This design comes from an exercise in tuning for small area, a short achievable clock period and few clock cycles per item on the open sky130 flow, not from production work. Function was checked by simulation only, so behaviour that the tests miss may differ from the original. Power is estimated from default activity; no workload was simulated.

==> flow/design.v <==
`timescale 1ns / 1ps
package plist_pkg;
    localparam int POS_W = 16;
    localparam int VAL_W = 32;
    localparam int CAP   = 64;
    typedef enum logic [1:0] {
        CMD_INS_POS  = 2'd0,
        CMD_REM_POS  = 2'd1,
        CMD_INS_BACK = 2'd2,
        CMD_REM_BACK = 2'd3
    } cmd_t;
endpackage
`timescale 1ns / 1ps
module plist_cell (
    input  logic                        clk,
    input  logic                        we,
    input  logic [plist_pkg::VAL_W-1:0] value_in,
    output logic [plist_pkg::VAL_W-1:0] data
);
    always_ff @(posedge clk)
    begin
        if (we)
            data <= value_in;
    end
endmodule
`timescale 1ns / 1ps
module positional_list_engine #(
    parameter int CAPACITY = 64
) (
    input  logic                                    clk,
    input  logic                                    rst_n,
    input  logic                                    in_valid,
    output logic                                    in_ready,
    input  logic [1:0]                              cmd,
    input  logic signed [plist_pkg::POS_W-1:0]      position,
    input  logic signed [plist_pkg::VAL_W-1:0]      value_in,
    output logic                                    out_valid,
    input  logic                                    out_ready,
    output logic signed [plist_pkg::VAL_W-1:0]      value_out,
    output logic [$clog2(CAPACITY+1)-1:0]           entry_count,
    output logic                                    full_drop,
    output logic                                    remove_miss
);
    localparam int N  = plist_pkg::CAP;
    localparam int VW = plist_pkg::VAL_W;
    localparam int RW = VW + 7 + 2;         
    localparam int QD = 4;                  
    logic            accept;
    logic            r_v;
    logic            r_ins;
    logic            r_back;
    logic [6:0]      r_pc;                  
    logic [VW-1:0]   r_val;
    logic [6:0]      pc_in;
    assign accept = in_valid && in_ready;
    always_comb
    begin
        if (position[plist_pkg::POS_W-1])
            pc_in = 7'd0;
        else if (|position[plist_pkg::POS_W-2:6])
            pc_in = 7'd64;
        else
            pc_in = {1'b0, position[5:0]};
    end
    always_ff @(posedge clk)
    begin
        r_ins  <= !cmd[0];
        r_back <= cmd[1];
        r_pc   <= pc_in;
        r_val  <= value_in;
    end
    logic [6:0]      n;
    logic [6:0]      n_next;
    logic            full;
    logic            empty;
    logic            pc_ge_n;
    logic            ok;
    logic            do_ins;
    logic            do_rem;
    logic [N:0]      t_n;                   
    logic [N-1:0]    t_p;                   
    logic [N-1:0]    ge;                    
    function automatic logic [N:0] therm65(input logic [6:0] v);
        logic [8:0] hi_oh;                  
        logic [7:0] lo_oh;                  
        logic [8:0] hi_gt;                  
        logic [7:0] lo_ge;                  
        logic [N:0] t;
        for (int h = 0; h < 9; h++)
            hi_oh[h] = (v[6:3] == 4'(h));
        for (int l = 0; l < 8; l++)
            lo_oh[l] = (v[2:0] == 3'(l));
        hi_gt[0] = 1'b0;
        for (int h = 1; h < 9; h++)
            hi_gt[h] = hi_gt[h-1] || hi_oh[h-1];
        lo_ge[0] = lo_oh[0];
        for (int l = 1; l < 8; l++)
            lo_ge[l] = lo_ge[l-1] || lo_oh[l];
        for (int c = 0; c <= N; c++)
            t[c] = hi_gt[c / 8] || (hi_oh[c / 8] && lo_ge[c % 8]);
        therm65 = t;
    endfunction
    assign full    = n[6];
    assign empty   = (n == 7'd0);
    assign pc_ge_n = (r_pc >= n);
    always_comb
    begin
        if (r_ins)
            ok = !full;
        else if (r_back)
            ok = !empty;
        else
            ok = !empty && !pc_ge_n;
    end
    assign do_ins = r_v && r_ins && ok;
    assign do_rem = r_v && !r_ins && ok;
    always_comb
    begin
        n_next = n;
        if (do_ins)
            n_next = n + 7'd1;
        else if (do_rem)
            n_next = n - 7'd1;
    end
    logic [N:0]      t_p65;
    assign t_n   = therm65(n);
    assign t_p65 = therm65(r_pc);
    assign t_p   = t_p65[N-1:0];
    always_comb
    begin
        for (int c = 0; c < N; c++)
        begin
            if (r_ins)
                ge[c] = (t_p[c] && !r_back) || t_n[c];
            else if (r_back)
                ge[c] = t_n[c+1];
            else
                ge[c] = t_p[c];
        end
    end
    logic            s_v;
    logic            s_ins;
    logic            s_rem;
    logic [N-1:0]    s_ge;
    logic [N-1:0]    s_eq;
    logic [VW-1:0]   s_val;
    logic [6:0]      s_cnt;
    logic            s_drop;
    logic            s_miss;
    logic [N-1:0]    s_slot;                
    logic [5:0]      s_slot_n;              
    logic [N-1:0]    pick;                  
    logic [5:0]      pick_n;
    always_ff @(posedge clk)
    begin
        s_slot   <= pick;
        s_slot_n <= pick_n;
        s_ge   <= ge;
        s_eq   <= ge & ~{ge[N-2:0], 1'b0};
        s_val  <= r_val;
        s_cnt  <= n_next;
        s_drop <= r_ins && !ok;
        s_miss <= !r_ins && !ok;
    end
    logic [N-1:0]    free_map;
    logic [N-1:0]    avail;
    logic [N-1:0]    first_free;            
    logic            any_free;
    logic [5:0]      first_n;
    logic [5:0]      rem_slot;              
    logic [N-1:0]    rem_dec;
    function automatic logic [7:0] first8(input logic [7:0] v);
        logic [7:0] f;
        for (int k = 0; k < 8; k++)
            f[k] = v[k] && !(|(v & ((8'd1 << k) - 8'd1)));
        first8 = f;
    endfunction
    function automatic logic [2:0] enc8(input logic [7:0] v);
        logic [2:0] e;
        e = '0;
        for (int k = 0; k < 8; k++)
            e = e | ({3{v[k]}} & 3'(k));
        enc8 = e;
    endfunction
    assign avail = free_map & ~({N{s_ins}} & s_slot);
    logic [7:0]      grp_any;
    logic [7:0]      grp_first;
    logic [7:0]      in_first [8];
    logic [7:0]      in_sel;
    always_comb
    begin
        for (int g = 0; g < 8; g++)
        begin
            grp_any[g] = |avail[8*g +: 8];
            in_first[g] = first8(avail[8*g +: 8]);
        end
        grp_first = first8(grp_any);
        any_free  = |grp_any;
        in_sel    = '0;
        for (int g = 0; g < 8; g++)
        begin
            in_sel = in_sel | ({8{grp_first[g]}} & in_first[g]);
            for (int k = 0; k < 8; k++)
                first_free[8*g + k] = grp_first[g] && in_first[g][k];
        end
        first_n = {enc8(grp_first), enc8(in_sel)};
    end
    assign pick   = any_free ? first_free : rem_dec;
    assign pick_n = any_free ? first_n : rem_slot;
    logic [5:0]      ptr [N];
    logic [N-1:0]    t_rsel;                
    logic [VW-1:0]   data_w [N];
    always_comb
    begin
        rem_slot = '0;
        for (int p = 0; p < N; p++)
            rem_slot = rem_slot | ({6{s_eq[p]}} & ptr[p]);
        for (int s = 0; s < N; s++)
            rem_dec[s] = (rem_slot == 6'(s));
    end
    for (genvar p = 0; p < N; p++)
    begin : g_ptr
        logic [5:0] left_p;
        logic [5:0] right_p;
        logic       sel_hold;
        logic       sel_left;
        logic       sel_right;
        logic       sel_new;
        if (p == 0)
        begin : g_first
            assign left_p = s_slot_n;
        end
        else
        begin : g_left
            assign left_p = ptr[p-1];
        end
        if (p == N - 1)
        begin : g_last
            assign right_p = '0;
        end
        else
        begin : g_right
            assign right_p = ptr[p+1];
        end
        assign sel_hold  = !(s_ge[p] && (s_ins || s_rem));
        assign sel_left  = s_ins && s_ge[p] && !s_eq[p];
        assign sel_right = s_rem && s_ge[p];
        assign sel_new   = s_ins && s_eq[p];
        always_ff @(posedge clk)
        begin
            ptr[p] <= ({6{sel_hold}}  & ptr[p])
                    | ({6{sel_left}}  & left_p)
                    | ({6{sel_right}} & right_p)
                    | ({6{sel_new}}   & s_slot_n);
        end
    end
    for (genvar s = 0; s < N; s++)
    begin : g_slot
        plist_cell u_cell (
            .clk      (clk),
            .we       (s_ins && s_slot[s]),
            .value_in (s_val),
            .data     (data_w[s])
        );
    end
    always_ff @(posedge clk or negedge rst_n)
    begin
        if (!rst_n)
            free_map <= '1;
        else
            free_map <= (free_map & ~({N{s_ins}} & s_slot))
                      | ({N{s_rem}} & rem_dec);
    end
    logic            t_v;
    logic [6:0]      t_cnt;
    logic            t_drop;
    logic            t_miss;
    logic [VW-1:0]   rd_val;
    always_ff @(posedge clk)
    begin
        t_rsel <= {N{s_rem}} & rem_dec;
        t_cnt  <= s_cnt;
        t_drop <= s_drop;
        t_miss <= s_miss;
    end
    always_comb
    begin
        rd_val = '0;
        for (int s = 0; s < N; s++)
            rd_val = rd_val | ({VW{t_rsel[s]}} & data_w[s]);
    end
    logic [RW-1:0]   q [QD];
    logic [RW-1:0]   res;
    logic [QD:0]     occ;                   
    logic [QD-1:0]   kept;                  
    logic [QD-1:0]   occ_next;
    logic            take;
    logic [2:0]      owed;                  
    logic [2:0]      owed_next;
    logic            room;
    assign res  = {rd_val, t_cnt, t_drop, t_miss};
    assign take = occ[0] && out_ready;
    always_comb
    begin
        for (int j = 0; j < QD; j++)
            kept[j] = take ? occ[j+1] : occ[j];
        for (int j = 0; j < QD; j++)
            occ_next[j] = kept[j] || (t_v && ((j == 0) || kept[(j + QD - 1) % QD]));
    end
    always_ff @(posedge clk)
    begin
        for (int j = 0; j < QD; j++)
        begin
            if (take || !occ[j])
                q[j] <= (take && occ[j+1]) ? q[(j + 1) % QD] : res;
        end
    end
    assign owed_next = owed + {2'b0, accept} - {2'b0, take};
    assign in_ready  = room || take;
    always_ff @(posedge clk or negedge rst_n)
    begin
        if (!rst_n)
        begin
            n         <= '0;
            r_v       <= 1'b0;
            s_v       <= 1'b0;
            s_ins     <= 1'b0;
            s_rem     <= 1'b0;
            t_v       <= 1'b0;
            occ       <= '0;
            owed      <= '0;
            room      <= 1'b0;
        end
        else
        begin
            n         <= n_next;
            r_v       <= accept;
            s_v       <= r_v;
            s_ins     <= do_ins;
            s_rem     <= do_rem;
            t_v       <= s_v;
            occ       <= {1'b0, occ_next};
            owed      <= owed_next;
            room      <= (owed_next < 3'(QD));
        end
    end
    assign out_valid   = occ[0];
    assign value_out   = q[0][RW-1 -: VW];
    assign entry_count = q[0][8:2];
    assign full_drop   = q[0][1];
    assign remove_miss = q[0][0];
endmodule
==> flow/run.sh <==
#!/bin/bash
# synth_recipe.tcl (not shown) runs the flow's synth.tcl, then flattens the netlist and writes it again
# the make line also repeats each setting of config.mk as NAME=value (left out here)
make -C /OpenROAD-flow-scripts/flow DESIGN_CONFIG=/design/flow/config.mk WORK_HOME=/design/flow/orfs CLKGATE_MAP_FILE= SYNTH_SCRIPT=/design/flow/synth_recipe.tcl finish
==> flow/config.mk <==
export PLATFORM = sky130hd
export DESIGN_NAME = positional_list_engine
export DESIGN_NICKNAME = positional_list_engine
export VERILOG_FILES = /design/flow/design.v
export SDC_FILE = /design/flow/constraint.sdc
export NUM_CORES = 4
export LEC_CHECK = 0
export CAP_MARGIN = 20
export CELL_PAD_IN_SITES_DETAIL_PLACEMENT = 1
export CELL_PAD_IN_SITES_GLOBAL_PLACEMENT = 1
export CORE_MARGIN = 2
export CORE_UTILIZATION = 40
export CTS_CLUSTER_DIAMETER = 60
export CTS_CLUSTER_SIZE = 30
export PLACE_DENSITY = 0.55
export SETUP_SLACK_MARGIN = 2.5
export SLEW_MARGIN = 20
export TNS_END_PERCENT = 30
==> flow/constraint.sdc <==
create_clock -name core_clock -period 5.0 [get_ports {clk}]
set_input_delay 1.0000 -clock core_clock [delete_from_list [all_inputs] [get_ports {clk}]]
set_output_delay 1.0000 -clock core_clock [all_outputs]
set_load 0.01 [all_outputs]
==> summary.txt, run 1 <==
DRC viols=0; CTS buffer count=between 200 and 250; initial antenna violation count=38; placed cells=11514; Multi-input gate area=between 30000 and 40000 um2; synthesized instance count=a little under 8000; CTS Buffer Depth=4; largest family of logic cells by synthesized area=compound AO/OA/AOI/OAI gates; vias in the first global route=between 80000 and 90000; setup violators final=0; post-synth cell types=80; H-tree levels=4; Tmin final=3.21 ns; Synth async-reset ratio=2.77%; cell area after layout=135000 um2; antenna viol nets, final=0; Slew headroom=16.4%; Worst path slowest cell=and2_4; Synth area leaders=edfxtp_1, dfxtp_1, a22oi_1, nand2_1, a222oi_1; max-cap violations=0; Filler cells=around 27000; largest net degree at the start of global routing=65; max frequency=311 MHz; number of hold buffers added after cts=0; DRT Pass-1 Iters=11; number of vias per cell=7.06; worst path bufs/invs=2; clk slew on worst S/H paths=0.09 ns; CP Class=flop to flop; CP required=~5.8 ns; worst hold path type=input port to asynchronous set/reset pin; worst-case reg-to-reg path depth=9; Final Hold Viols=0; first-pass GRT wire length=778000 um; Leakage=46.2 nW; Synth top area share=59.0%; xor-xnor portion of the synthesized cell area=0.0466%; grt total ovfl=0; Setup TNS Final=0 ns; worst slew pin tran=1.25 ns; flop-to-flop setup slack=1.79 ns; critical path arrival=4.01 ns; Sink Count=3032; crit path cell chain=buf_4 -> bufbuf_16 -> and2_4 -> nand2b_1 -> a211oi_1 -> nor2_1 -> nand4_1 -> nor4_2 -> a21oi_1; I/O pins=97; sequential fraction of the synthesis area=74.0%; initial DRC count=15842; number of synthesized flops with an enable pin=~2200; crit-path max FO=18; row cnt=194; die area=286000 um2; Die H=around 530 um; share of layout cells above drive strength 1=22.0%; reg2reg start=s_ins$_DFF_PN0_; Die X=535 um; area of the core=280000 um2; register bit total from synthesis=3032; most frequent cells in the layout=edfxtp_1, nand2_1, a22oi_1; Post-Synth Simple-Gate Area=~8.6%; area leader, netlist=edfxtp_1; final core occ=48.1%; outcome=complete, no violations; WL final=600000 um; crit path capture type=flop; Worst setup SP type=flop; DR WL/cell=49.0 um; DP Wirelength=approximately 370000 um; final cell count without fillers=12240; adder-cell area share of the yosys netlist=0.195%; cell count along the critical path=9; most common cell after layout, fill and taps aside=edfxtp_1; crit-path leading delay family=simple AND/OR/NAND/NOR gates; VDD IR-drop max=0.711 mV; nets@finish=8369; unrepaired setup endpoints after global routing=true; Synthesized Nets=7912; mapped cell area=113000 um2; predominant post-synthesis flop cell=edfxtp_1; pwr dens=568 nW/um2; CTS Root Cell=clkbuf_16; Final Max Slew Viols=0; mux cell area share after synthesis=less than 1%; crit path launch=s_ins$_DFF_PN0_; area delta synth->final=19.6%; clk latency of the worst-skew pair=0.98 ns; Yosys warning count=9; Final period util=about 64%; worst setup path endpoint=s_slot_n[0]$_DFF_P_; reg2reg end=s_slot_n[0]$_DFF_P_; syn avg cell area=14.4 um2; PortBufs=between 90 and 100; worst stage delay on the critical path=around 0.72 ns; GPL Wtd Cong=approximately 1; placed inst area=around 120000 um2; CTS tree=built; area fraction in compound gates after synthesis=15.0%; GRT Total Usage=40.6%; Starting Density=between 40% and 50%; DR vias=between 80000 and 90000; register area=83700 um2; clock skew=0.106 ns
[cell usage after synthesis, drive strengths merged (9+ instances only)]
library cell / n
nor2: 312
a221oi: 284
o211ai: 10
nand2b: 59
edfxtp: 2212
a22oi: 678
mux2: 27
o221ai: 14
dfrtp: 20
or2: 16
nor3: 64
a21oi: 77
inv: 76
a21o: 28
ha: 16
nand4: 182
nor2b: 51
o21ai: 135
buf: 99
dfstp: 64
a221o: 37
and2: 136
nand3: 160
a31oi: 100
clkbuf: 388
nor4: 46
o22ai: 23
a32o: 19
or3: 12
dfxtp: 736
and3b: 15
a22o: 281
nand2: 1006
a222oi: 355
o21bai: 9
[flip-flops by register name, indices dropped and copies added, names as in the netlist, 3 cells and up]
register            count
g_slot.u_cell.data   2048
ptr                   384
q                     164
free_map               64
s_eq                   64
s_slot                 64
t_rsel                 64
s_ge                   63
r_val                  32
s_val                  32
n                       7
r_pc                    7
s_cnt                   7
t_cnt                   7
s_slot_n                6
occ                     4
owed                    3
[cell families after synthesis]
family / count (synthesis)
AOI/OAI and AO/OA: 2104
xor gates and xnor gates: 6
adders and majority gates: 17
buffers and inverters: 567
DFF: 3032
muxes: 27
and+or+nand+nor: 2088
[stage by stage]
stage	power, mW	setup slack [ns]	hold WS, ns
2_1_floorplan	40.7	2.32	0.310
3_3_place_gp	50.1	0.495	0.310
3_5_place_dp	50.3	0.891	0.313
4_1_cts	74.2	1.97	0.0473
5_1_grt	78.0	1.84	0.0913
6_report	76.5	1.79	0.127
[area by class of cell]
cell class,instances,share of cell area [%]
Sequential cell,3032,62.2
Multi-Input combinational cell,4262,22.9
Timing Repair Buffer,704,5.25
Clock buffer,234,4.29
Tap cell,3724,3.46
Clock inverter,171,1.60
Inverter,80,0.279
Antenna cell,33,0.0613
[timing repair]
| item | 4_1_cts | 5_1_grt |
|---|---|---|
| cloned | 24 | 8 |
| pin swaps | 129 | 96 |
| endpoints found under the setup margin | 1534 | 1313 |
| setup buffers | 185 | 69 |
| gates resized for setup | 866 | 270 |
[routing by layer]
| layer | track usage, % | vias up | share of wire (%) |
|---|---|---|---|
| met3 | 7.31 | 1705 | 10 |
| met1 | 51.1 | 45937 | 36 |
| met5 | 0 | - | 0.018 |
| met4 | 28.7 | 16 | 9.0 |
| li1 | - | 32554 | - |
| met2 | 63.6 | 6224 | 45 |
[worst reg2reg max path, cell delays in order (launching register included)]
cell and delay (ns):
dfrtp_4 0.49, buf_4 0.15, bufbuf_16 0.32, and2_4 0.72, nand2b_1 0.28, a211oi_1 0.11, nor2_1 0.19, nand4_1 0.32
nor4_2 0.39, a21oi_1 0.12
[power breakdown]
part | internal (mW) | switching [mW]
logic | 7.67 | 12.3
clock network | 9.54 | 10.6
registers | 30.4 | 5.97
total | 47.6 | 28.9
[worst min path at each step]
stage                                 start           endpoint  slack, ns
after detailed placement  r_val[18]$_DFF_P_  s_val[18]$_DFF_P_       0.31
final                                 rst_n   occ[2]$_DFF_PN0_       0.13
after CTS                             rst_n   occ[2]$_DFF_PN0_       0.05
after global routing                  rst_n   occ[2]$_DFF_PN0_       0.09
after global placement     s_cnt[5]$_DFF_P_   t_cnt[5]$_DFF_P_       0.31
after floorplan            r_val[0]$_DFF_P_   s_val[0]$_DFF_P_       0.31
Testbench counts, summed over its fixed seeds: cycles 16,032, items 16,000.
==> run 2: changes to the inputs <==
--- a/flow/design.v
+++ b/flow/design.v
@@ -44,30 +44,26 @@
     localparam int N  = plist_pkg::CAP;
     localparam int VW = plist_pkg::VAL_W;
     localparam int RW = VW + 7 + 2;         
-    localparam int QD = 4;                  
+    localparam int QD = 3;                  
     logic            accept;
     logic            r_v;
     logic            r_ins;
     logic            r_back;
-    logic [6:0]      r_pc;                  
+    logic [6:0]      r_pc;
     logic [VW-1:0]   r_val;
-    logic [6:0]      pc_in;
     assign accept = in_valid && in_ready;
+    assign r_v    = accept;
+    assign r_ins  = !cmd[0];
+    assign r_back = cmd[1];
+    assign r_val  = value_in;
     always_comb
     begin
         if (position[plist_pkg::POS_W-1])
-            pc_in = 7'd0;
+            r_pc = 7'd0;
         else if (|position[plist_pkg::POS_W-2:6])
-            pc_in = 7'd64;
+            r_pc = 7'd64;
         else
-            pc_in = {1'b0, position[5:0]};
-    end
-    always_ff @(posedge clk)
-    begin
-        r_ins  <= !cmd[0];
-        r_back <= cmd[1];
-        r_pc   <= pc_in;
-        r_val  <= value_in;
+            r_pc = {1'b0, position[5:0]};
     end
     logic [6:0]      n;
     logic [6:0]      n_next;
@@ -147,14 +143,14 @@
     logic [6:0]      s_cnt;
     logic            s_drop;
     logic            s_miss;
-    logic [N-1:0]    s_slot;                
+    logic [N-1:0]    s_wsel;                
     logic [5:0]      s_slot_n;              
-    logic [N-1:0]    pick;                  
-    logic [5:0]      pick_n;
+    logic            s_reuse;               
     always_ff @(posedge clk)
     begin
-        s_slot   <= pick;
-        s_slot_n <= pick_n;
+        s_wsel   <= {N{do_ins && any_free}} & first_free;
+        s_slot_n <= first_n;
+        s_reuse  <= do_ins && !any_free;
         s_ge   <= ge;
         s_eq   <= ge & ~{ge[N-2:0], 1'b0};
         s_val  <= r_val;
@@ -169,6 +165,10 @@
     logic [5:0]      first_n;
     logic [5:0]      rem_slot;              
     logic [N-1:0]    rem_dec;
+    logic [N-1:0]    t_rsel;                
+    logic [5:0]      t_slot_n;              
+    logic [N-1:0]    s_we;                  
+    logic [5:0]      s_new_n;               
     function automatic logic [7:0] first8(input logic [7:0] v);
         logic [7:0] f;
         for (int k = 0; k < 8; k++)
@@ -182,7 +182,9 @@
             e = e | ({3{v[k]}} & 3'(k));
         enc8 = e;
     endfunction
-    assign avail = free_map & ~({N{s_ins}} & s_slot);
+    assign s_we    = s_reuse ? t_rsel : s_wsel;
+    assign s_new_n = s_reuse ? t_slot_n : s_slot_n;
+    assign avail   = free_map & ~s_wsel;
     logic [7:0]      grp_any;
     logic [7:0]      grp_first;
     logic [7:0]      in_first [8];
@@ -205,10 +207,7 @@
         end
         first_n = {enc8(grp_first), enc8(in_sel)};
     end
-    assign pick   = any_free ? first_free : rem_dec;
-    assign pick_n = any_free ? first_n : rem_slot;
     logic [5:0]      ptr [N];
-    logic [N-1:0]    t_rsel;                
     logic [VW-1:0]   data_w [N];
     always_comb
     begin
@@ -228,7 +227,7 @@
         logic       sel_new;
         if (p == 0)
         begin : g_first
-            assign left_p = s_slot_n;
+            assign left_p = s_new_n;
         end
         else
         begin : g_left
@@ -251,14 +250,14 @@
             ptr[p] <= ({6{sel_hold}}  & ptr[p])
                     | ({6{sel_left}}  & left_p)
                     | ({6{sel_right}} & right_p)
-                    | ({6{sel_new}}   & s_slot_n);
+                    | ({6{sel_new}}   & s_new_n);
         end
     end
     for (genvar s = 0; s < N; s++)
     begin : g_slot
         plist_cell u_cell (
             .clk      (clk),
-            .we       (s_ins && s_slot[s]),
+            .we       (s_we[s]),
             .value_in (s_val),
             .data     (data_w[s])
         );
@@ -268,8 +267,8 @@
         if (!rst_n)
             free_map <= '1;
         else
-            free_map <= (free_map & ~({N{s_ins}} & s_slot))
-                      | ({N{s_rem}} & rem_dec);
+            free_map <= (free_map & ~s_wsel)
+                      | ({N{s_rem && !(do_ins && !any_free)}} & rem_dec);
     end
     logic            t_v;
     logic [6:0]      t_cnt;
@@ -278,7 +277,8 @@
     logic [VW-1:0]   rd_val;
     always_ff @(posedge clk)
     begin
-        t_rsel <= {N{s_rem}} & rem_dec;
+        t_rsel   <= {N{s_rem}} & rem_dec;
+        t_slot_n <= rem_slot;
         t_cnt  <= s_cnt;
         t_drop <= s_drop;
         t_miss <= s_miss;
@@ -322,7 +322,6 @@
         if (!rst_n)
         begin
             n         <= '0;
-            r_v       <= 1'b0;
             s_v       <= 1'b0;
             s_ins     <= 1'b0;
             s_rem     <= 1'b0;
@@ -334,7 +333,6 @@
         else
         begin
             n         <= n_next;
-            r_v       <= accept;
             s_v       <= r_v;
             s_ins     <= do_ins;
             s_rem     <= do_rem;
--- a/flow/config.mk
+++ b/flow/config.mk
@@ -13,6 +13,6 @@
 export CTS_CLUSTER_DIAMETER = 60
 export CTS_CLUSTER_SIZE = 30
 export PLACE_DENSITY = 0.55
-export SETUP_SLACK_MARGIN = 2.5
+export SETUP_SLACK_MARGIN = 2.3
 export SLEW_MARGIN = 20
-export TNS_END_PERCENT = 30
+export TNS_END_PERCENT = 100
==> run 2 against run 1 <==
Still clean on timing, DRC and antenna. Maximum frequency is 5.3% higher. First-iteration DRC count up 7.7%. Non-clock buffer count decreased by 118. Area after synthesis decreased by 0.14%.
==> summary.txt, run 2 <==
top cells by count, synth=edfxtp_1, dfxtp_1, a22oi_1, a22o_1, nand2_1; clk slew on worst S/H paths=0.08 ns (about the same); Slew headroom=14.1% (-2.2 points); area delta synth->final=18.0%; initial DRC count=17062 (+7.7%); Tmin final=3.05 ns (-0.160 ns); crit-path max FO=8 (-10); CTS tree=built; max reg flops=2048 (unchanged); Biggest register=g_slot.u_cell.data; area of the core=280000 um2 (about the same); GRT Total Usage=40.3% (-0.34 points); largest net degree at the start of global routing=143 (+120%); most common cell after layout, fill and taps aside=edfxtp_1; setup violators final=0 (unchanged); register area=81900 um2 (-2.3%); max-cap violations=0 (unchanged); hold_ws=0.115 ns (-0.0113 ns); Starting Density=40.2% (about the same); register bit total from synthesis=2955 (-2.5%); antenna viol nets, final=0 (unchanged); crit path capture type=flop; nets@finish=8211 (-1.9%); Synth top area share=57.9% (-1.0 points); number of synthesized flops with an enable pin=2171 (-1.9%); outcome=complete, no violations; Final Max Slew Viols=0 (unchanged); placed inst area=119000 um2 (-0.36%); die area=286000 um2 (-0.13%); Synth async-reset ratio=2.77% (+0.0045 points); PortBufs=96 (unchanged); Die X=534 um (about the same); CP Class=flop to flop; Largest regs=g_slot.u_cell.data (2048), ptr (384), q (123); vias in the first global route=80339 (-1.7%); DP Wirelength=367000 um (-0.43%); H-tree levels=4 (unchanged); Yosys warning count=9 (unchanged); mapped cell area=113000 um2 (-0.14%); initial antenna violation count=65 (+71%); Synth area leaders=edfxtp_1, dfxtp_1, a22o_1, a22oi_1, a221oi_1; GPL Wtd Cong=1.04 (+3.5%); final core occ=47.5% (-0.64 points); VDD IR-drop max=0.419 mV (-41%); Final period util=61.0% (-3.2 points); CTS Buffer Depth=4 (unchanged); Sink Count=2955 (-2.5%); final worst slack=1.95 ns (+0.160 ns); most numerous cell in the Yosys netlist=edfxtp_1; CTS Root Cell=clkbuf_16; DRC viols=0 (unchanged); crit path cell chain=buf_8 -> a22o_4 -> a221oi_4 -> nand4_1 -> or4_4 -> or3b_4 -> or2_4 -> o21ai_2; placed cells=11478 (-0.31%); DR WL/cell=49.2 um (+0.37%); worst stage delay on the critical path=0.61 ns (-0.11 ns); cell area after layout=133000 um2 (-1.4%); Die H=534 um (about the same); DRT Pass-1 Iters=13 (+2); Filler cells=27106 (+0.17%); syn avg cell area=14.3 um2 (-0.36%); DR vias=87343 (+1.0%); critical path arrival=3.87 ns (-0.14 ns); Final Hold Viols=0 (unchanged); I/O pins=97 (unchanged); Overall Power=65.1 mW (-15%); DP Worst Slack=0.299 ns (-0.591 ns); synthesized instance count=7859 (+0.23%); sequential fraction of the synthesis area=72.3% (-1.6 points); max frequency=328 MHz (+5.3%); Multi-input gate area=31300 um2 (+1.5%); CP required=5.82 ns (+0.02 ns); WL final=594000 um (-0.92%); most frequent cells in the layout=edfxtp_1, a22oi_1, a22o_1; Worst path slowest cell=or4_4; area leader, netlist=edfxtp_1; number of vias per cell=7.23 (+2.4%); row cnt=194 (unchanged); Leakage=46.0 nW (-0.38%); worst slew pin tran=1.29 ns (+0.0355 ns); final cell count without fillers=12083 (-1.3%); share of layout cells above drive strength 1=20.3% (-1.7 points); pwr dens=490 nW/um2 (-14%); predominant post-synthesis flop cell=edfxtp_1; Setup TNS Final=0 ns (unchanged); post-synth cell types=71 (-11%); Worst setup SP type=flop; clk latency of the worst-skew pair=0.97 ns (about the same); grt total ovfl=0 (unchanged); worst hold path type=input port to asynchronous set/reset pin; first-pass GRT wire length=771000 um (-0.97%); CTS buffer count=225 (+3.2%); unrepaired setup endpoints after global routing=true; clock skew=0.0947 ns (-0.0118 ns); Synthesized Nets=7931 (+0.24%)
run 2: area by class of cell:
type / instances / share of cell area [%]
Inverter: 296 / 0.856
Timing Repair Buffer: 586 / 4.22
Antenna cell: 23 / 0.0433
Clock buffer: 249 / 4.47
Clock inverter: 175 / 1.67
Tap cell: 3724 / 3.51
Sequential cell: 2955 / 61.6
Multi-Input combinational cell: 4075 / 23.6
run 2: power by group:
part	internal, mW	switching (mW)
Sequential	28.3	4.10
Clock	10.1	10.4
Combinational	4.45	7.87
run 2: kinds of logic (layout without fill, tap and decap cells):
| family | Yosys count | after routing | synth area share (%) |
|---|---|---|---|
| adders and majority gates | 18 | 18 | 0.207 |
| and+or+nand+nor | 1611 | 1616 | 6.94 |
| AOI/OAI and AO/OA | 2343 | 2343 | 16.7 |
| other | 0 | 23 | 0 |
| buffers and inverters | 834 | 1306 | 2.83 |
| xor gates and xnor gates | 6 | 6 | 0.0467 |
| muxes | 92 | 92 | 0.916 |
| DFF | 2955 | 2955 | 72.3 |
run 2: layer usage:
metal,share of wire [%],routed length [um],up-vias,track usage (%)
li1,-,-,32215,-
met1,39,233000,46869,57.0
met2,43,253000,6976,58.7
met3,14,80200,1241,11.6
met4,4.5,27000,42,14.9
met5,0.053,313,-,0
run 2: critical path: cells and delay by family (launching register included):
| kind | cells | cell delay, ns |
|---|---|---|
| buffers and inverters | 1 | 0.12 |
| and+or+nand+nor | 4 | 1.73 |
| DFF | 1 | 0.36 |
| AOI/OAI and AO/OA | 3 | 0.70 |
run 2: path summary, 6_finish.rpt:
| kind | startpoint | to | slack (ns) | depth (start not counted) |
|---|---|---|---|---|
| worst min-delay path | rst_n | occ[0]$_DFF_PN0_ | 0.12 | 1 |
| max in group asynchronous | rst_n | free_map[0]$_DFF_PN1_ | 3.60 | 2 |
| worst max register to register | s_eq[32]$_DFF_P_ | free_map[24]$_DFF_PN1_ | 1.95 | 8 |
| worst min register to register | s_cnt[2]$_DFF_P_ | t_cnt[2]$_DFF_P_ | 0.34 | 0 |
| worst max-delay path | s_eq[32]$_DFF_P_ | free_map[24]$_DFF_PN1_ | 1.95 | 8 |
| min in group core_clock | s_cnt[2]$_DFF_P_ | t_cnt[2]$_DFF_P_ | 0.34 | 0 |
run 2: what timing repair did:
action / CTS / global route
pin swaps: 73 / 98
hold buffers: 0 / 0
setup endpoints to repair: 518 / 396
buffers inserted: 72 / 75
cloned: 7 / 2
gates resized for setup: 622 / 360
hold endpoints to repair: 0 / 0
Testbench counts of run 2, summed over its fixed seeds: cycles 16,024, items 16,000.
==> run 3: changes to the inputs <==
--- a/flow/design.v
+++ b/flow/design.v
@@ -98,7 +98,8 @@
     endfunction
     assign full    = n[6];
     assign empty   = (n == 7'd0);
-    assign pc_ge_n = (r_pc >= n);
+    assign pc_ge_n = !position[plist_pkg::POS_W-1]
+                   && ((|position[plist_pkg::POS_W-2:6]) || t_n[position[5:0]]);
     always_comb
     begin
         if (r_ins)
@@ -110,14 +111,12 @@
     end
     assign do_ins = r_v && r_ins && ok;
     assign do_rem = r_v && !r_ins && ok;
-    always_comb
-    begin
-        n_next = n;
-        if (do_ins)
-            n_next = n + 7'd1;
-        else if (do_rem)
-            n_next = n - 7'd1;
-    end
+    logic [6:0]      n_inc;
+    logic [6:0]      n_dec;
+    assign n_inc  = n + 7'd1;
+    assign n_dec  = n - 7'd1;
+    assign n_next = ({7{do_ins}} & n_inc) | ({7{do_rem}} & n_dec)
+                  | ({7{!do_ins && !do_rem}} & n);
     logic [N:0]      t_p65;
     assign t_n   = therm65(n);
     assign t_p65 = therm65(r_pc);
==> run 3 against run 2 <==
Final cell count is 0.57% higher. Sequential power hardly changed. Wire length is 0.36% lower. Largest power group unchanged.
==> summary.txt, run 3 <==
Overall Power=63.7 mW (-2.2%); DRC viols=0 (unchanged); area leader, netlist=edfxtp_1; first-pass GRT wire length=772000 um (+0.14%); H-tree levels=4 (unchanged); placed inst area=120000 um2 (+0.37%); max reg flops=2048 (unchanged); Final period util=59.5% (-1.5 points); clk slew on worst S/H paths=0.09 ns (about the same); Biggest register=g_slot.u_cell.data; GRT Total Usage=40.2% (-0.073 points); DP Worst Slack=0.673 ns (+0.374 ns); flop-to-flop setup slack=2.04 ns (+0.09 ns); most common cell after layout, fill and taps aside=edfxtp_1; die area=286000 um2 (+0.33%); Logic pwr share=18.0% (-0.9 points); CP required=4.00 ns (-1.82 ns); Synth async-reset ratio=2.77% (unchanged); pwr dens=477 nW/um2 (-2.7%); final worst slack=2.02 ns (+0.0753 ns); post-synth cell types=95 (+34%); Setup TNS Final=0 ns (unchanged); nets@finish=8250 (+0.47%); GPL Wtd Cong=1.06 (+2.0%); Leakage=45.6 nW (-0.95%); mapped cell area=113000 um2 (+0.33%); Final Hold Viols=0 (unchanged); worst slew pin tran=1.28 ns (-0.0104 ns); sequential share of power=50.4% (+0.7 points); vias in the first global route=80474 (+0.17%); max-cap violations=0 (unchanged); reg2reg end=free_map[50]$_DFF_PN1_; Slew headroom=14.8% (+0.69 points); crit path cell chain=buf_2; DP Wirelength=369000 um (+0.62%); register bit total from synthesis=2955 (unchanged); Synth area leaders=edfxtp_1, dfxtp_1, a22o_1, a22oi_1, a221oi_1; clock power share=31.6% (+0.2 points); clock skew=0.0961 ns (+0.00147 ns); max frequency=336 MHz (+2.5%); number of hold buffers added after cts=0 (unchanged); initial DRC count=16532 (-3.1%); area of the core=282000 um2 (+0.69%); Worst setup SP type=flop; worst-case reg-to-reg path depth=8 (unchanged); crit-path max FO=1 (-7); predominant post-synthesis flop cell=edfxtp_1; Tmin final=2.98 ns (-0.0753 ns); PortBufs=96 (unchanged); worst path bufs/invs=1 (unchanged); cell count along the critical path=1 (-7); Worst path slowest cell=edfxtp_1; worst stage delay on the critical path=0.75 ns (+0.14 ns); grt total ovfl=0 (unchanged); switching part of the total=34.1% (-0.24 points); Die X=535 um (+0.16%); Starting Density=40.1% (-0.14 points); critical path arrival=1.98 ns (-1.89 ns); synthesized instance count=7874 (+0.19%); Largest regs=g_slot.u_cell.data (2048), ptr (384), q (123); most frequent cells in the layout=edfxtp_1, a22oi_1, a22o_1; antenna viol nets, final=0 (unchanged); crit path capture type=output port; initial antenna violation count=65 (unchanged); unrepaired setup endpoints after global routing=true; CTS tree=built; CTS buffer count=224 (-0.44%); sequential fraction of the synthesis area=72.1% (-0.24 points); NetSw=21.7 mW (-2.9%); WL final=592000 um (-0.36%); crit-path leading delay family=flip-flops; Int Pwr=42.0 mW (-1.8%); DRT Pass-1 Iters=13 (unchanged); clk latency of the worst-skew pair=0.98 ns (about the same); setup violators final=0 (unchanged); row cnt=195 (+0.52%); worst hold path type=input port to asynchronous set/reset pin; Die H=535 um (+0.16%); reg2reg start=s_eq[44]$_DFF_P_; most numerous cell in the Yosys netlist=edfxtp_1; final core occ=47.4% (-0.090 points); Synth top area share=57.8% (-0.19 points); top cells by count, synth=edfxtp_1, dfxtp_1, a22oi_1, a22o_1, nand2_1; outcome=complete, no violations; number of vias per cell=7.18 (-0.74%); DR vias=87195 (-0.17%); Final Max Slew Viols=0 (unchanged); VDD IR-drop max=0.407 mV (-3.0%); cell area after layout=133000 um2 (+0.50%); number of synthesized flops with an enable pin=2171 (unchanged); DR WL/cell=48.7 um (-0.93%); share of layout cells above drive strength 1=21.2% (+0.91 points); CP Class=flop to output port; largest net degree at the start of global routing=128 (-10%); CTS Buffer Depth=4 (unchanged); CTS Root Cell=clkbuf_16; Yosys warning count=9 (unchanged); I/O pins=97 (unchanged); Sink Count=2955 (unchanged); Synthesized Nets=7939 (+0.10%); area delta synth->final=18.2%; syn avg cell area=14.3 um2 (+0.14%)
==> run 3: cell types whose count changed in the layout (fill, tap and decap cells not counted), sizes merged, moves of 34 or more <==
cell,previous run,this run
nand2,548,513
a22o,579,545
a21oi,71,146
a222oi,241,177
a221o,47,115
buf,498,538
o2bb2ai,9,55
inv,374,324
==> run 3: final cells by class <==
cell class | count | area, um2
Fill cell | 27381 | 148000
Sequential cell | 2955 | 81900
Multi-Input combinational cell | 4149 | 32100
Timing Repair Buffer | 623 | 5860
Clock buffer | 234 | 5710
Tap cell | 3743 | 4680
Clock inverter | 183 | 2290
Inverter | 232 | 883
Antenna cell | 33 | 82.6
==> run 3: worst max path at each step <==
| stage | start | to | slack [ns] |
|---|---|---|---|
| after detailed placement | out_ready | free_map[1]$_DFF_PN1_ | 0.67 |
| after floorplan | position[3] | n[4]$_DFF_PN0_ | 2.24 |
| after global routing | q[0][34]$_DFFE_PP_ | value_out[25] | 2.06 |
| after global placement | out_ready | s_wsel[41]$_DFF_P_ | 0.70 |
| final | q[0][35]$_DFFE_PP_ | value_out[26] | 2.02 |
| after CTS | q[0][34]$_DFFE_PP_ | value_out[25] | 2.06 |
==> run 3: power groups by stage <==
stage	logic, mW	clock network [mW]	registers, mW
3_5_place_dp	8.34	0	32.3
6_report	11.5	20.1	32.1
2_1_floorplan	4.78	0	29.6
3_3_place_gp	8.26	0	32.3
4_1_cts	9.86	20.2	31.8
5_1_grt	11.8	21.1	32.0
==> run 3: per-stage QoR <==
step | instances | hold WS, ns
2_1_floorplan | 7874 | 0.310
3_3_place_gp | 11512 | 0.317
3_5_place_dp | 11514 | 0.314
4_1_cts | 12027 | 0.113
5_1_grt | 12126 | 0.135
6_report | 12152 | 0.132
==> run 3: cells by family (layout without fill, tap and decap cells) <==
group | count (synthesis) | in the layout | share of synthesized area (%)
AND/OR/NAND/NOR | 1617 | 1622 | 7.09
flip-flops | 2955 | 2955 | 72.1
AO/OA/AOI/OAI | 2419 | 2420 | 17.1
XOR/XNOR | 3 | 3 | 0.0233
multiplexers | 93 | 93 | 0.921
buffers and inverters | 776 | 1272 | 2.66
other | 0 | 33 | 0
adder cells (fa/ha/maj) | 11 | 11 | 0.129
==> run 3: routing by layer <==
metal	track usage [%]	wire length, um	vias to the layer above
met3	10.8	78800	1126
met2	58.6	252000	6731
met1	58.0	237000	46902
met4	13.2	23900	22
li1	-	-	32414
met5	0.0500	146	-
==> run 3: repair_timing <==
item,CTS,global route
setup endpoints to repair,804,413
resized for setup,564,408
cloned,7,4
pin swaps,55,137
buffers inserted,89,88
Testbench counts of run 3, summed over its fixed seeds: cycles 16,024, items 16,000.
==> run 4: changes to the inputs <==
--- a/flow/design.v
+++ b/flow/design.v
@@ -145,11 +145,16 @@
     logic [N-1:0]    s_wsel;                
     logic [5:0]      s_slot_n;              
     logic            s_reuse;               
+    logic [7:0]      t_hi;                  
+    logic [7:0]      t_lo;                  
+    logic            t_rem;                 
+    logic [N-1:0]    t_rsel;                
+    logic [5:0]      t_slot_n;              
     always_ff @(posedge clk)
     begin
-        s_wsel   <= {N{do_ins && any_free}} & first_free;
-        s_slot_n <= first_n;
-        s_reuse  <= do_ins && !any_free;
+        s_wsel   <= {N{do_ins}} & (any_free ? first_free : t_rsel);
+        s_slot_n <= any_free ? first_n : t_slot_n;
+        s_reuse  <= do_ins && !any_free && !t_rem;
         s_ge   <= ge;
         s_eq   <= ge & ~{ge[N-2:0], 1'b0};
         s_val  <= r_val;
@@ -163,9 +168,6 @@
     logic            any_free;
     logic [5:0]      first_n;
     logic [5:0]      rem_slot;              
-    logic [N-1:0]    rem_dec;
-    logic [N-1:0]    t_rsel;                
-    logic [5:0]      t_slot_n;              
     logic [N-1:0]    s_we;                  
     logic [5:0]      s_new_n;               
     function automatic logic [7:0] first8(input logic [7:0] v);
@@ -213,8 +215,12 @@
         rem_slot = '0;
         for (int p = 0; p < N; p++)
             rem_slot = rem_slot | ({6{s_eq[p]}} & ptr[p]);
+    end
+    assign t_rem = |t_hi;
+    always_comb
+    begin
         for (int s = 0; s < N; s++)
-            rem_dec[s] = (rem_slot == 6'(s));
+            t_rsel[s] = t_hi[s / 8] && t_lo[s % 8];
     end
     for (genvar p = 0; p < N; p++)
     begin : g_ptr
@@ -266,8 +272,7 @@
         if (!rst_n)
             free_map <= '1;
         else
-            free_map <= (free_map & ~s_wsel)
-                      | ({N{s_rem && !(do_ins && !any_free)}} & rem_dec);
+            free_map <= (free_map & ~s_wsel) | (t_rsel & ~{N{s_reuse}});
     end
     logic            t_v;
     logic [6:0]      t_cnt;
@@ -276,7 +281,11 @@
     logic [VW-1:0]   rd_val;
     always_ff @(posedge clk)
     begin
-        t_rsel   <= {N{s_rem}} & rem_dec;
+        for (int k = 0; k < 8; k++)
+        begin
+            t_hi[k] <= s_rem && (rem_slot[5:3] == 3'(k));
+            t_lo[k] <= (rem_slot[2:0] == 3'(k));
+        end
         t_slot_n <= rem_slot;
         t_cnt  <= s_cnt;
         t_drop <= s_drop;
@@ -284,9 +293,15 @@
     end
     always_comb
     begin
+        logic [VW-1:0] grp;
         rd_val = '0;
-        for (int s = 0; s < N; s++)
-            rd_val = rd_val | ({VW{t_rsel[s]}} & data_w[s]);
+        for (int h = 0; h < 8; h++)
+        begin
+            grp = '0;
+            for (int l = 0; l < 8; l++)
+                grp = grp | ({VW{t_lo[l]}} & data_w[8*h + l]);
+            rd_val = rd_val | ({VW{t_hi[h]}} & grp);
+        end
     end
     logic [RW-1:0]   q [QD];
     logic [RW-1:0]   res;
@@ -306,9 +321,16 @@
         for (int j = 0; j < QD; j++)
             occ_next[j] = kept[j] || (t_v && ((j == 0) || kept[(j + QD - 1) % QD]));
     end
+    always_ff @(posedge clk or negedge rst_n)
+    begin
+        if (!rst_n)
+            q[0] <= '0;
+        else if (take || !occ[0])
+            q[0] <= (take && occ[1]) ? q[1] : res;
+    end
     always_ff @(posedge clk)
     begin
-        for (int j = 0; j < QD; j++)
+        for (int j = 1; j < QD; j++)
         begin
             if (take || !occ[j])
                 q[j] <= (take && occ[j+1]) ? q[(j + 1) % QD] : res;
--- a/flow/config.mk
+++ b/flow/config.mk
@@ -10,7 +10,7 @@
 export CELL_PAD_IN_SITES_GLOBAL_PLACEMENT = 1
 export CORE_MARGIN = 2
 export CORE_UTILIZATION = 40
-export CTS_CLUSTER_DIAMETER = 60
+export CTS_CLUSTER_DIAMETER = 50
 export CTS_CLUSTER_SIZE = 30
 export PLACE_DENSITY = 0.55
 export SETUP_SLACK_MARGIN = 2.3
==> run 4 against run 3 <==
Cell area increased by 3.5%. Register-to-register slack gained 0.06 ns. Power down 15%. Area after synthesis about the same. Flip-flop and latch count decreased by 48. First-iteration DRC count fell by 29%. Sequential power is 18% lower. Core utilization is 1.7 points higher.
==> summary.txt, run 4 <==
Starting Density=40.1% (about the same); initial DRC count=11770 (-29%); worst slew pin tran=1.14 ns (-0.135 ns); flop-to-flop setup slack=2.10 ns (+0.06 ns); Filler cells=27317 (-0.23%); crit-path max FO=6 (+5); grt total ovfl=0 (unchanged); crit-path leading delay family=buffers and inverters; die area=286000 um2 (about the same); Synth area leaders=edfxtp_1, dfxtp_1, a22oi_1, a22o_1, nand4_1; antenna viol nets, final=0 (unchanged); Largest regs=g_slot.u_cell.data (2048), ptr (384), q (123); routed wl met2=233000 um (-7.5%); number of synthesized flops with an enable pin=2130 (-1.9%); first-pass GRT wire length=686000 um (-11%); CP Class=flop to flop; worst path bufs/invs=5 (+4); Worst path slowest cell=a22oi_2; post-synth cell types=82 (-14%); max reg flops=2048 (unchanged); Slew headroom=22.2% (+7.4 points); max-cap violations=0 (unchanged); crit path cell chain=buf_12 -> buf_12 -> buf_12 -> clkbuf_16 -> a22oi_2 -> nand4_1 -> a22oi_2 -> nand4_1 -> buf_6 -> mux2_2; WL final=510000 um (-14%); register area=80400 um2 (-1.8%); sequential share of power=48.7% (-1.7 points); Tmin final=2.90 ns (-0.0785 ns); CTS buffer count=349 (+56%); Sink Count=2907 (-1.6%); Logic pwr share=1.1% (-17 points); register bit total from synthesis=2907 (-1.6%); most frequent cells in the layout=edfxtp_1, a22oi_1, dfxtp_1; Die H=535 um (about the same); area delta synth->final=22.4%; Final period util=58.0% (-1.6 points); VDD IR-drop max=0.251 mV (-38%); area of the core=282000 um2 (unchanged); met3 WL=43800 um (-44%); area leader, netlist=edfxtp_1; Multi-input gate area=32100 um2 (+0.16%); Int Pwr=41.3 mW (-1.6%); uppermost layer routed=met5; sequential fraction of the synthesis area=71.1% (-1.0 points); clock power share=50.2% (+19 points); predominant post-synthesis flop cell=edfxtp_1; clk slew on worst S/H paths=0.07 ns (-0.02 ns); crit path capture type=flop; Synthesized Nets=8212 (+3.4%); largest net degree at the start of global routing=180 (+41%); Biggest register=g_slot.u_cell.data; met1 wire length=211000 um (-11%); Final Hold Viols=0 (unchanged); unrepaired setup endpoints after global routing=true; worst stage delay on the critical path=0.55 ns (-0.20 ns); min-delay src=s_drop$_DFF_P_; CTS tree=built; Yosys warning count=9 (unchanged); initial antenna violation count=31 (-52%); synthesized instance count=8147 (+3.5%); most common cell after layout, fill and taps aside=edfxtp_1; CTS Root Cell=clkbuf_16; final cell count without fillers=12605 (+3.7%); DRC viols=0 (unchanged); switching part of the total=23.3% (-11 points); Die X=535 um (about the same); clock skew=0.0613 ns (-0.0348 ns); max frequency=345 MHz (+2.7%); PortBufs=96 (unchanged); I/O pins=97 (unchanged); cell mode on critical path=buf_12; outcome=complete, no violations; share of layout cells above drive strength 1=21.1% (-0.12 points); GPL Wtd Cong=1.01 (-4.4%); placed cells=11647 (+1.2%); reg2reg start=t_lo[2]$_DFF_P_; nets@finish=8612 (+4.4%); DR vias=83887 (-3.8%); worst hold path type=flop to flop; most numerous cell in the Yosys netlist=edfxtp_1; Worst setup SP type=flop; CTS Buffer Depth=4 (unchanged); GRT Total Usage=34.2% (-6.0 points); Final Max Slew Viols=0 (unchanged); top cells by count, synth=edfxtp_1, a22oi_1, dfxtp_1, clkbuf_1, nand2_1; DP Wirelength=312000 um (-15%); H-tree levels=5 (+1); Synth async-reset ratio=4.23% (+1.5 points); crit path launch=t_lo[2]$_DFF_P_; CP required=5.69 ns (+1.69 ns); pwr dens=390 nW/um2 (-18%); number of vias per cell=6.66 (-7.3%); NetSw=12.6 mW (-42%); clk latency of the worst-skew pair=0.96 ns (-0.02 ns); setup violators final=0 (unchanged); mapped cell area=113000 um2 (about the same); critical path arrival=3.59 ns (+1.61 ns); DRT Pass-1 Iters=10 (-3); Setup TNS Final=0 ns (unchanged); row cnt=195 (unchanged); DR WL/cell=40.4 um (-17%); vias in the first global route=80566 (+0.11%); Leakage=47.3 nW (+3.7%); syn avg cell area=13.9 um2 (-3.4%); Synth top area share=56.7% (-1.1 points)
## run 4: what timing repair did
item / CTS / global route
pin swaps: 96 / 196
hold buffers: 1 / 0
buffers inserted: 153 / 104
hold endpoints to repair: 18 / 0
setup endpoints to repair: 1925 / 249
cloned: 13 / 19
resized for setup: 325 / 354
## run 4: metrics by stage
stage	area (um2)	util (%)	hold WS, ns	power [mW]	setup WS [ns]
6_report	138000	49.1	0.327	53.9	2.10
5_1_grt	138000	49.1	0.333	55.1	2.09
2_1_floorplan	113000	-	0.310	26.8	1.72
3_3_place_gp	120000	42.6	0.311	27.3	0.807
3_5_place_dp	120000	42.6	0.316	27.3	0.752
4_1_cts	135000	48.0	0.331	54.1	2.12
## run 4: layout make-up
class | instances | share of cell area [%]
diodes | 17 | 0.0308
repair buffers | 667 | 5.35
clock inverters | 263 | 2.32
clock buffers | 386 | 6.63
multi-input cells | 4307 | 23.3
well taps | 3743 | 3.39
flip-flops and latches | 2907 | 58.2
inverters | 315 | 0.856
## run 4: final timing paths
path                       depth (start not counted)                      to
hold / removal                                     0          t_drop$_DFF_P_
max in group asynchronous                          3  free_map[30]$_DFF_PN1_
min in group asynchronous                          2    q[0][15]$_DFFE_PN0P_
setup reg to reg                                  10      q[1][19]$_DFFE_PP_
hold reg to reg                                    0          t_drop$_DFF_P_
setup / recovery                                  10      q[1][19]$_DFFE_PP_
## run 4: cell families (layout without fill, tap and decap cells)
family | count (synthesis) | count (layout) | share of synthesized area [%]
DFF | 2907 | 2907 | 71.1
AOI/OAI and AO/OA | 2622 | 2622 | 17.7
and+or+nand+nor | 1571 | 1575 | 7.05
buffers and inverters | 937 | 1631 | 3.16
muxes | 93 | 93 | 0.877
adders and majority gates | 11 | 11 | 0.129
xor gates and xnor gates | 6 | 6 | 0.0466
other | 0 | 17 | 0
## run 4: layer usage
| metal | up-vias | GRT usage, % |
|---|---|---|
| met5 | - | 0 |
| met4 | 8 | 12.8 |
| met3 | 908 | 5.96 |
| met1 | 44808 | 47.5 |
| li1 | 33593 | - |
| met2 | 4570 | 53.8 |
## run 4: power groups by stage
stage | registers [mW] | clock network (mW) | logic (mW)
global placement | 26.8 | 0 | 0.570
detailed placement | 26.8 | 0 | 0.582
floorplan | 26.6 | 0 | 0.251
finish | 26.3 | 27.0 | 0.608
CTS | 26.2 | 27.3 | 0.588
global route | 26.2 | 28.2 | 0.634
Testbench counts of run 4, summed over its fixed seeds: cycles 16,024, items 16,000.
==> run 5: changes to the inputs <==
--- a/flow/design.v
+++ b/flow/design.v
@@ -96,8 +96,8 @@
             t[c] = hi_gt[c / 8] || (hi_oh[c / 8] && lo_ge[c % 8]);
         therm65 = t;
     endfunction
-    assign full    = n[6];
-    assign empty   = (n == 7'd0);
+    assign full    = !t_n[N-1];
+    assign empty   = t_n[0];
     assign pc_ge_n = !position[plist_pkg::POS_W-1]
                    && ((|position[plist_pkg::POS_W-2:6]) || t_n[position[5:0]]);
     always_comb
@@ -118,7 +118,16 @@
     assign n_next = ({7{do_ins}} & n_inc) | ({7{do_rem}} & n_dec)
                   | ({7{!do_ins && !do_rem}} & n);
     logic [N:0]      t_p65;
-    assign t_n   = therm65(n);
+    always_ff @(posedge clk or negedge rst_n)
+    begin
+        if (!rst_n)
+            t_n[N-1:0] <= '1;
+        else if (do_ins)
+            t_n[N-1:0] <= {t_n[N-2:0], 1'b0};
+        else if (do_rem)
+            t_n[N-1:0] <= t_n[N:1];
+    end
+    assign t_n[N] = 1'b1;
     assign t_p65 = therm65(r_pc);
     assign t_p   = t_p65[N-1:0];
     always_comb
==> run 5 against run 4 <==
Sequential share of layout area increased by 0.93 points. Flip-flop and latch count up 64. Cell area is 0.43% higher.
==> summary.txt, run 5 <==
outcome=complete, no violations; most numerous cell in the Yosys netlist=edfxtp_1; Final period util=56.2% (-1.8 points); CP required=5.67 ns (-0.02 ns); Setup TNS Final=0 ns (unchanged); most frequent cells in the layout=edfxtp_1, a22oi_1, nand2_1; grt total ovfl=0 (unchanged); final cell count without fillers=12712 (+0.85%); Largest regs=g_slot.u_cell.data (2048), ptr (384), q (123); initial antenna violation count=36 (+16%); H-tree levels=5 (unchanged); Leakage=48.2 nW (+1.9%); worst slew pin tran=1.21 ns (+0.0632 ns); syn avg cell area=13.9 um2 (+0.65%); Starting Density=40.1% (+0.047 points); Slew headroom=19.6% (-2.6 points); row cnt=197 (+1.0%); placed cells=11842 (+1.7%); NetSw=12.5 mW (-0.39%); area leader, netlist=edfxtp_1; cell count along the critical path=9 (-1); worst hold path type=input port to asynchronous set/reset pin; worst stage delay on the critical path=0.54 ns (about the same); Synth top area share=55.4% (-1.3 points); register bit total from synthesis=2971 (+2.2%); Yosys warning count=11 (+2); PortBufs=96 (unchanged); area delta synth->final=20.2%; Synth area leaders=edfxtp_1, dfxtp_1, a22oi_1, dfstp_2, a22o_1; Worst setup SP type=flop; DP Worst Slack=0.531 ns (-0.222 ns); WL final=490000 um (-3.9%); worst-case reg-to-reg path depth=9 (-1); clk slew on worst S/H paths=0.07 ns (about the same); CP Class=flop to flop; CTS buffer count=357 (+2.3%); post-synth cell types=79 (-3.7%); hold_ws=0.0575 ns (-0.270 ns); pwr dens=391 nW/um2 (+0.28%); sequential fraction of the synthesis area=70.9% (-0.13 points); Die H=541 um (+1.1%); CTS Buffer Depth=4 (unchanged); I/O pins=97 (unchanged); clock skew=0.0394 ns (-0.0219 ns); share of layout cells above drive strength 1=19.1% (-2.0 points); antenna viol nets, final=0 (unchanged); Post-Synth Simple-Gate Area=7.68% (+0.63 points); vias in the first global route=81355 (+0.98%); Overall Power=54.3 mW (+0.71%); mux cell area share after synthesis=1.20% (+0.33 points); nets@finish=8666 (+0.63%); adder-cell area share of the yosys netlist=0.0607% (-0.068 points); Final Hold Viols=0 (unchanged); number of hold buffers added after cts=0 (-1); reg2reg start=t_lo[3]$_DFF_P_; DR vias=83641 (-0.29%); synthesized instance count=8279 (+1.6%); mapped cell area=115000 um2 (+2.3%); crit path launch=t_lo[3]$_DFF_P_; GRT Total Usage=32.3% (-1.9 points); die area=293000 um2 (+2.3%); predominant post-synthesis flop cell=edfxtp_1; top cells by count, synth=edfxtp_1, a22oi_1, dfxtp_1, nand2_1, clkbuf_1; xor-xnor portion of the synthesized cell area=0.0607% (+0.014 points); max reg flops=2048 (unchanged); worst path bufs/invs=4 (-1); Die X=541 um (+1.1%); critical path arrival=3.48 ns (-0.11 ns); flop-to-flop setup slack=2.19 ns (+0.09 ns); DRC viols=0 (unchanged); Synth async-reset ratio=6.29% (+2.1 points); reg2reg end=q[1][32]$_DFFE_PP_; number of vias per cell=6.58 (-1.1%); area fraction in compound gates after synthesis=16.9% (-0.73 points); Sink Count=2971 (+2.2%); DP Wirelength=309000 um (-1.1%); largest family of logic cells by synthesized area=compound AO/OA/AOI/OAI gates; Biggest register=g_slot.u_cell.data; VDD IR-drop max=0.371 mV (+48%); area of the core=288000 um2 (+2.2%); crit-path max FO=8 (+2); crit-path leading delay family=buffers and inverters; number of synthesized flops with an enable pin=2130 (unchanged); largest net degree at the start of global routing=149 (-17%); DRT Pass-1 Iters=10 (unchanged); clock power share=49.6% (-0.6 points); Final Max Slew Viols=0 (unchanged); setup violators final=0 (unchanged); most common cell after layout, fill and taps aside=edfxtp_1; crit path cell chain=buf_12 -> buf_16 -> buf_12 -> a22oi_2 -> nand4_1 -> a22oi_2 -> nand4_1 -> buf_6 -> mux2_2; Synthesized Nets=8338 (+1.5%); final worst slack=2.19 ns (+0.0897 ns); unrepaired setup endpoints after global routing=true; GPL Wtd Cong=1.01 (-0.76%); sequential share of power=49.3% (+0.6 points); max-cap violations=0 (unchanged); clk latency of the worst-skew pair=0.94 ns (-0.02 ns); worst setup path endpoint=q[1][32]$_DFFE_PP_; DR WL/cell=38.5 um (-4.7%); Worst path slowest cell=a22oi_2; CTS Root Cell=clkbuf_16; CTS tree=built; switching part of the total=23.1% (-0.26 points); Logic pwr share=1.1% (about the same); first-pass GRT wire length=671000 um (-2.2%); initial DRC count=11920 (+1.3%); crit path capture type=flop; max frequency=356 MHz (+3.2%); Int Pwr=41.7 mW (+1.0%); Tmin final=2.81 ns (-0.0897 ns)
-- run 5: cell types whose count changed after synthesis, moves of 17 or more --
cell / change
a221o_1: +72
inv_1: -24
o21ai_0: -91
dfstp_2: +64
nand3_1: +48
o2bb2ai_1: -21
nor2b_1: +50
a22o_1: -17
a21boi_0: +19
nand2b_1: -27
nand2_1: +115
a21o_1: +34
a21oi_1: -113
-- run 5: logic make-up (layout without fill, tap and decap cells) --
logic type,count (synthesis),in the layout
flops,2971,2971
compound gates,2482,2482
simple gates,1770,1770
buf+inv,929,1566
mux,114,114
xor+xnor,8,8
fa+ha+maj,5,5
other cells,0,15
-- run 5: metrics by stage --
| step | instance area (um2) | utilization [%] |
|---|---|---|
| 2_1_floorplan | 116000 | - |
| 4_1_cts | 137000 | 47.6 |
| 3_5_place_dp | 123000 | 42.7 |
| 5_1_grt | 139000 | 48.2 |
| 6_report | 139000 | 48.3 |
| 3_3_place_gp | 123000 | 42.6 |
-- run 5: power groups by stage --
| stage | combinational, mW | clock, mW | sequential (mW) |
|---|---|---|---|
| after floorplan | 0.234 | 0 | 27.1 |
| after global placement | 0.545 | 0 | 27.3 |
| after detailed placement | 0.570 | 0 | 27.3 |
| after CTS | 0.572 | 27.3 | 26.7 |
| after global routing | 0.618 | 28.2 | 26.7 |
| final | 0.588 | 26.9 | 26.7 |
-- run 5: final cells by class --
cell class | count | area, um2
antenna | 15 | 37.5
clock buffer | 395 | 9430
clock inverter | 273 | 2860
fill | 27857 | 149000
inverter | 293 | 1110
multi-input combinational | 4379 | 32000
sequential | 2971 | 82000
tap | 3781 | 4730
timing repair buffer | 605 | 6550
-- run 5: worst min-delay path by stage --
| stage | startpoint | to | slack, ns | depth (start not counted) |
|---|---|---|---|---|
| final | rst_n | q[0][12]$_DFFE_PN0P_ | 0.06 | 1 |
| after global routing | rst_n | q[0][12]$_DFFE_PN0P_ | 0.07 | 1 |
| after CTS | rst_n | q[0][12]$_DFFE_PN0P_ | 0.06 | 1 |
| after detailed placement | s_v$_DFF_PN0_ | t_v$_DFF_PN0_ | 0.34 | 0 |
| after global placement | s_v$_DFF_PN0_ | t_v$_DFF_PN0_ | 0.35 | 0 |
| after floorplan | s_cnt[0]$_DFF_P_ | t_cnt[0]$_DFF_P_ | 0.31 | 0 |
-- run 5: per-layer routing --
layer  global-route usage, %  up-vias  part of all wire (%)
met5                       0        -                 0.015
met4                    9.66       12                   3.3
met3                    6.10      776                   9.5
met2                    48.2     4200                    44
met1                    47.7    44676                    43
li1                        -    33977                     -
-- run 5: what timing repair did --
item | in CTS | in global routing
gates resized for setup | 253 | 189
endpoints found under the setup margin | 2114 | 392
pin swaps | 53 | 105
cloned | 7 | 11
buffers inserted | 109 | 60
hold endpoints to repair | 0 | 0
Testbench counts of run 5, summed over its fixed seeds: cycles 16,024, items 16,000.
==> run 6: changes to the inputs <==
--- a/flow/config.mk
+++ b/flow/config.mk
@@ -10,7 +10,7 @@
 export CELL_PAD_IN_SITES_GLOBAL_PLACEMENT = 1
 export CORE_MARGIN = 2
 export CORE_UTILIZATION = 40
-export CTS_CLUSTER_DIAMETER = 50
+export CTS_CLUSTER_DIAMETER = 60
 export CTS_CLUSTER_SIZE = 30
 export PLACE_DENSITY = 0.55
 export SETUP_SLACK_MARGIN = 2.3
==> run 6 against run 5 <==
Worst hold slack worse by 0.0042 ns. Core utilization is 0.97 points lower. Area after synthesis stayed put. Non-clock buffer count is 24 higher. Sequential share of layout area is 1.2 points higher. Largest cell class unchanged. Clock-buffer cell count is 146 lower. Still clean on timing, DRC and antenna. Global-route usage is 0.39 points lower. Maximum frequency is 4.1% lower. Largest power group is now registers. Die area stayed put. Register-to-register slack worse by 0.12 ns. Clock skew is 0.024 ns higher.
==> summary.txt, run 6 <==
setup violators final=0 (unchanged); first-pass GRT wire length=662000 um (-1.3%); number of synthesized flops with an enable pin=2130 (unchanged); GPL Wtd Cong=1.01 (unchanged); post-synth cell types=79 (unchanged); Tmin final=2.93 ns (+0.120 ns); share of layout cells above drive strength 1=18.1% (-1.0 points); largest net degree at the start of global routing=149 (unchanged); Final Max Slew Viols=0 (unchanged); register bit total from synthesis=2971 (unchanged); Die X=541 um (unchanged); Int Pwr=36.7 mW (-12%); area leader, netlist=edfxtp_1; nets@finish=8570 (-1.1%); CP required=5.69 ns (+0.02 ns); Starting Density=40.1% (unchanged); Synth top area share=55.4% (unchanged); clk slew on worst S/H paths=0.09 ns (+0.02 ns); Overall Power=48.4 mW (-11%); critical path arrival=3.62 ns (+0.14 ns); PortBufs=96 (unchanged); crit path cell chain=buf_12 -> buf_12 -> buf_16 -> buf_12 -> buf_6 -> a22oi_2 -> nand4_1 -> a22oi_2 -> nand4_1 -> buf_6 -> mux2_2; predominant post-synthesis flop cell=edfxtp_1; Yosys warning count=11 (unchanged); CTS Root Cell=clkbuf_16; Setup TNS Final=0 ns (unchanged); max-cap violations=0 (unchanged); Synth async-reset ratio=6.29% (unchanged); vias in the first global route=79856 (-1.8%); grt total ovfl=0 (unchanged); cell area after layout=136000 um2 (-2.0%); CTS tree=built; outcome=complete, no violations; crit-path leading delay family=buffers and inverters; die area=293000 um2 (unchanged); DRC viols=0 (unchanged); Largest regs=g_slot.u_cell.data (2048), ptr (384), q (123); WL final=488000 um (-0.44%); syn avg cell area=13.9 um2 (unchanged); Final Hold Viols=0 (unchanged); number of vias per cell=6.64 (+0.98%); crit-path max FO=6 (-2); placed cells=11842 (unchanged); most common cell after layout, fill and taps aside=edfxtp_1; Final period util=58.6% (+2.4 points); synthesized instance count=8279 (unchanged); clk latency of the worst-skew pair=0.96 ns (+0.02 ns); Sink Count=2971 (unchanged); GRT Total Usage=31.9% (-0.39 points); DP Wirelength=309000 um (unchanged); Slew headroom=17.9% (-1.7 points); placed inst area=123000 um2 (unchanged); Logic pwr share=1.2% (about the same); initial antenna violation count=30 (-17%); worst hold path type=input port to asynchronous set/reset pin; area delta synth->final=17.8%; final worst slack=2.07 ns (-0.120 ns); max frequency=341 MHz (-4.1%); Filler cells=28000 (+0.51%); crit path capture type=flop; pwr dens=356 nW/um2 (-8.9%); DP Worst Slack=0.531 ns (unchanged); Synth area leaders=edfxtp_1, dfxtp_1, a22oi_1, dfstp_2, a22o_1; top cells by count, synth=edfxtp_1, a22oi_1, dfxtp_1, nand2_1, clkbuf_1; unrepaired setup endpoints after global routing=true; NetSw=11.7 mW (-6.2%); number of hold buffers added after cts=0 (unchanged); VDD IR-drop max=0.431 mV (+16%); Worst setup SP type=flop; final core occ=47.3% (-0.97 points); Biggest register=g_slot.u_cell.data; most frequent cells in the layout=edfxtp_1, a22oi_1, nand2_1; clock skew=0.0635 ns (+0.0241 ns); CTS buffer count=237 (-34%); Worst path slowest cell=a22oi_2; DR WL/cell=39.0 um (+1.2%); final cell count without fillers=12507 (-1.6%); DR vias=83099 (-0.65%); initial DRC count=12706 (+6.6%); max reg flops=2048 (unchanged); DRT Pass-1 Iters=13 (+3); CTS Buffer Depth=4 (unchanged); H-tree levels=4 (-1); sequential share of power=55.2% (+5.9 points); mapped cell area=115000 um2 (unchanged); Die H=541 um (unchanged); antenna viol nets, final=0 (unchanged); hold_ws=0.0533 ns (-0.00420 ns); clock power share=43.6% (-6.0 points); worst slew pin tran=1.23 ns (+0.0209 ns); I/O pins=97 (unchanged); switching part of the total=24.3% (+1.2 points); area of the core=288000 um2 (unchanged); CP Class=flop to flop; Synthesized Nets=8338 (unchanged); most numerous cell in the Yosys netlist=edfxtp_1; cell mode on critical path=buf_12; worst stage delay on the critical path=0.57 ns (+0.03 ns); Leakage=46.7 nW (-3.0%); worst path bufs/invs=6 (+2); sequential fraction of the synthesis area=70.9% (unchanged); row cnt=197 (unchanged)
run 6: cell counts after synthesis:
No cell type changed its count.
run 6: power by group through the flow:
stage	logic, mW	clock network [mW]	registers (mW)
after floorplan	0.234	0	27.1
after global placement	0.545	0	27.3
after detailed placement	0.570	0	27.3
after CTS	0.573	21.4	26.7
after global routing	0.619	22.3	26.7
final	0.587	21.1	26.7
run 6: per-layer routing:
| metal | up-vias | GRT usage [%] | part of all wire, % |
|---|---|---|---|
| met1 | 44478 | 47.6 | 44 |
| li1 | 33676 | - | - |
| met2 | 4263 | 47.8 | 44 |
| met4 | 4 | 8.46 | 3.1 |
| met5 | - | 0 | 0.0064 |
| met3 | 678 | 5.76 | 9.2 |
run 6: logic make-up after synthesis:
family                   Yosys count  share of synthesized area (%)
multiplexers                     114                           1.20
adder cells (fa/ha/maj)            5                         0.0607
XOR/XNOR                           8                         0.0607
buffers and inverters            929                           3.11
AND/OR/NAND/NOR                 1770                           7.68
AO/OA/AOI/OAI                   2482                           16.9
flip-flops                      2971                           70.9
run 6: path summary, 6_finish.rpt:
| kind | endpoint | cells after the start | from | slack, ns |
|---|---|---|---|---|
| min | q[0][39]$_DFFE_PN0P_ | 1 | rst_n | 0.05 |
| min in group core_clock | t_v$_DFF_PN0_ | 0 | s_v$_DFF_PN0_ | 0.36 |
| min reg2reg | t_v$_DFF_PN0_ | 0 | s_v$_DFF_PN0_ | 0.36 |
| max | q[1][32]$_DFFE_PP_ | 11 | t_lo[3]$_DFF_P_ | 2.07 |
| max reg2reg | q[1][32]$_DFFE_PP_ | 11 | t_lo[3]$_DFF_P_ | 2.07 |
| max in group asynchronous | free_map[4]$_DFF_PN1_ | 2 | rst_n | 3.75 |
run 6: repair_timing:
item                                    4_1_cts  5_1_grt
buffers inserted                            104       78
endpoints found under the hold margin         0        0
gates resized for setup                     257      255
pin swaps                                    61      126
endpoints found under the setup margin     2117      363
gates cloned                                  4       25
run 6: final cells by class:
cell class	instances	area [um2]	area share (%)
clock inverters	197	2660	1.95
inverters	293	1110	0.814
clock buffers	249	6110	4.49
repair buffers	629	7090	5.21
diodes	8	20.0	0.0147
multi-input cells	4379	32300	23.7
well taps	3781	4730	3.48
flip-flops and latches	2971	82000	60.3

Re-timed with assumed drivers on the ports (clkbuf_16 on the clock, buf_2 on other inputs), run 6 has 2.072 ns of setup slack against 2.072 ns with ideal ports, and 1.435 ns once port delays also move by the mid clock arrival of 1.044 ns.
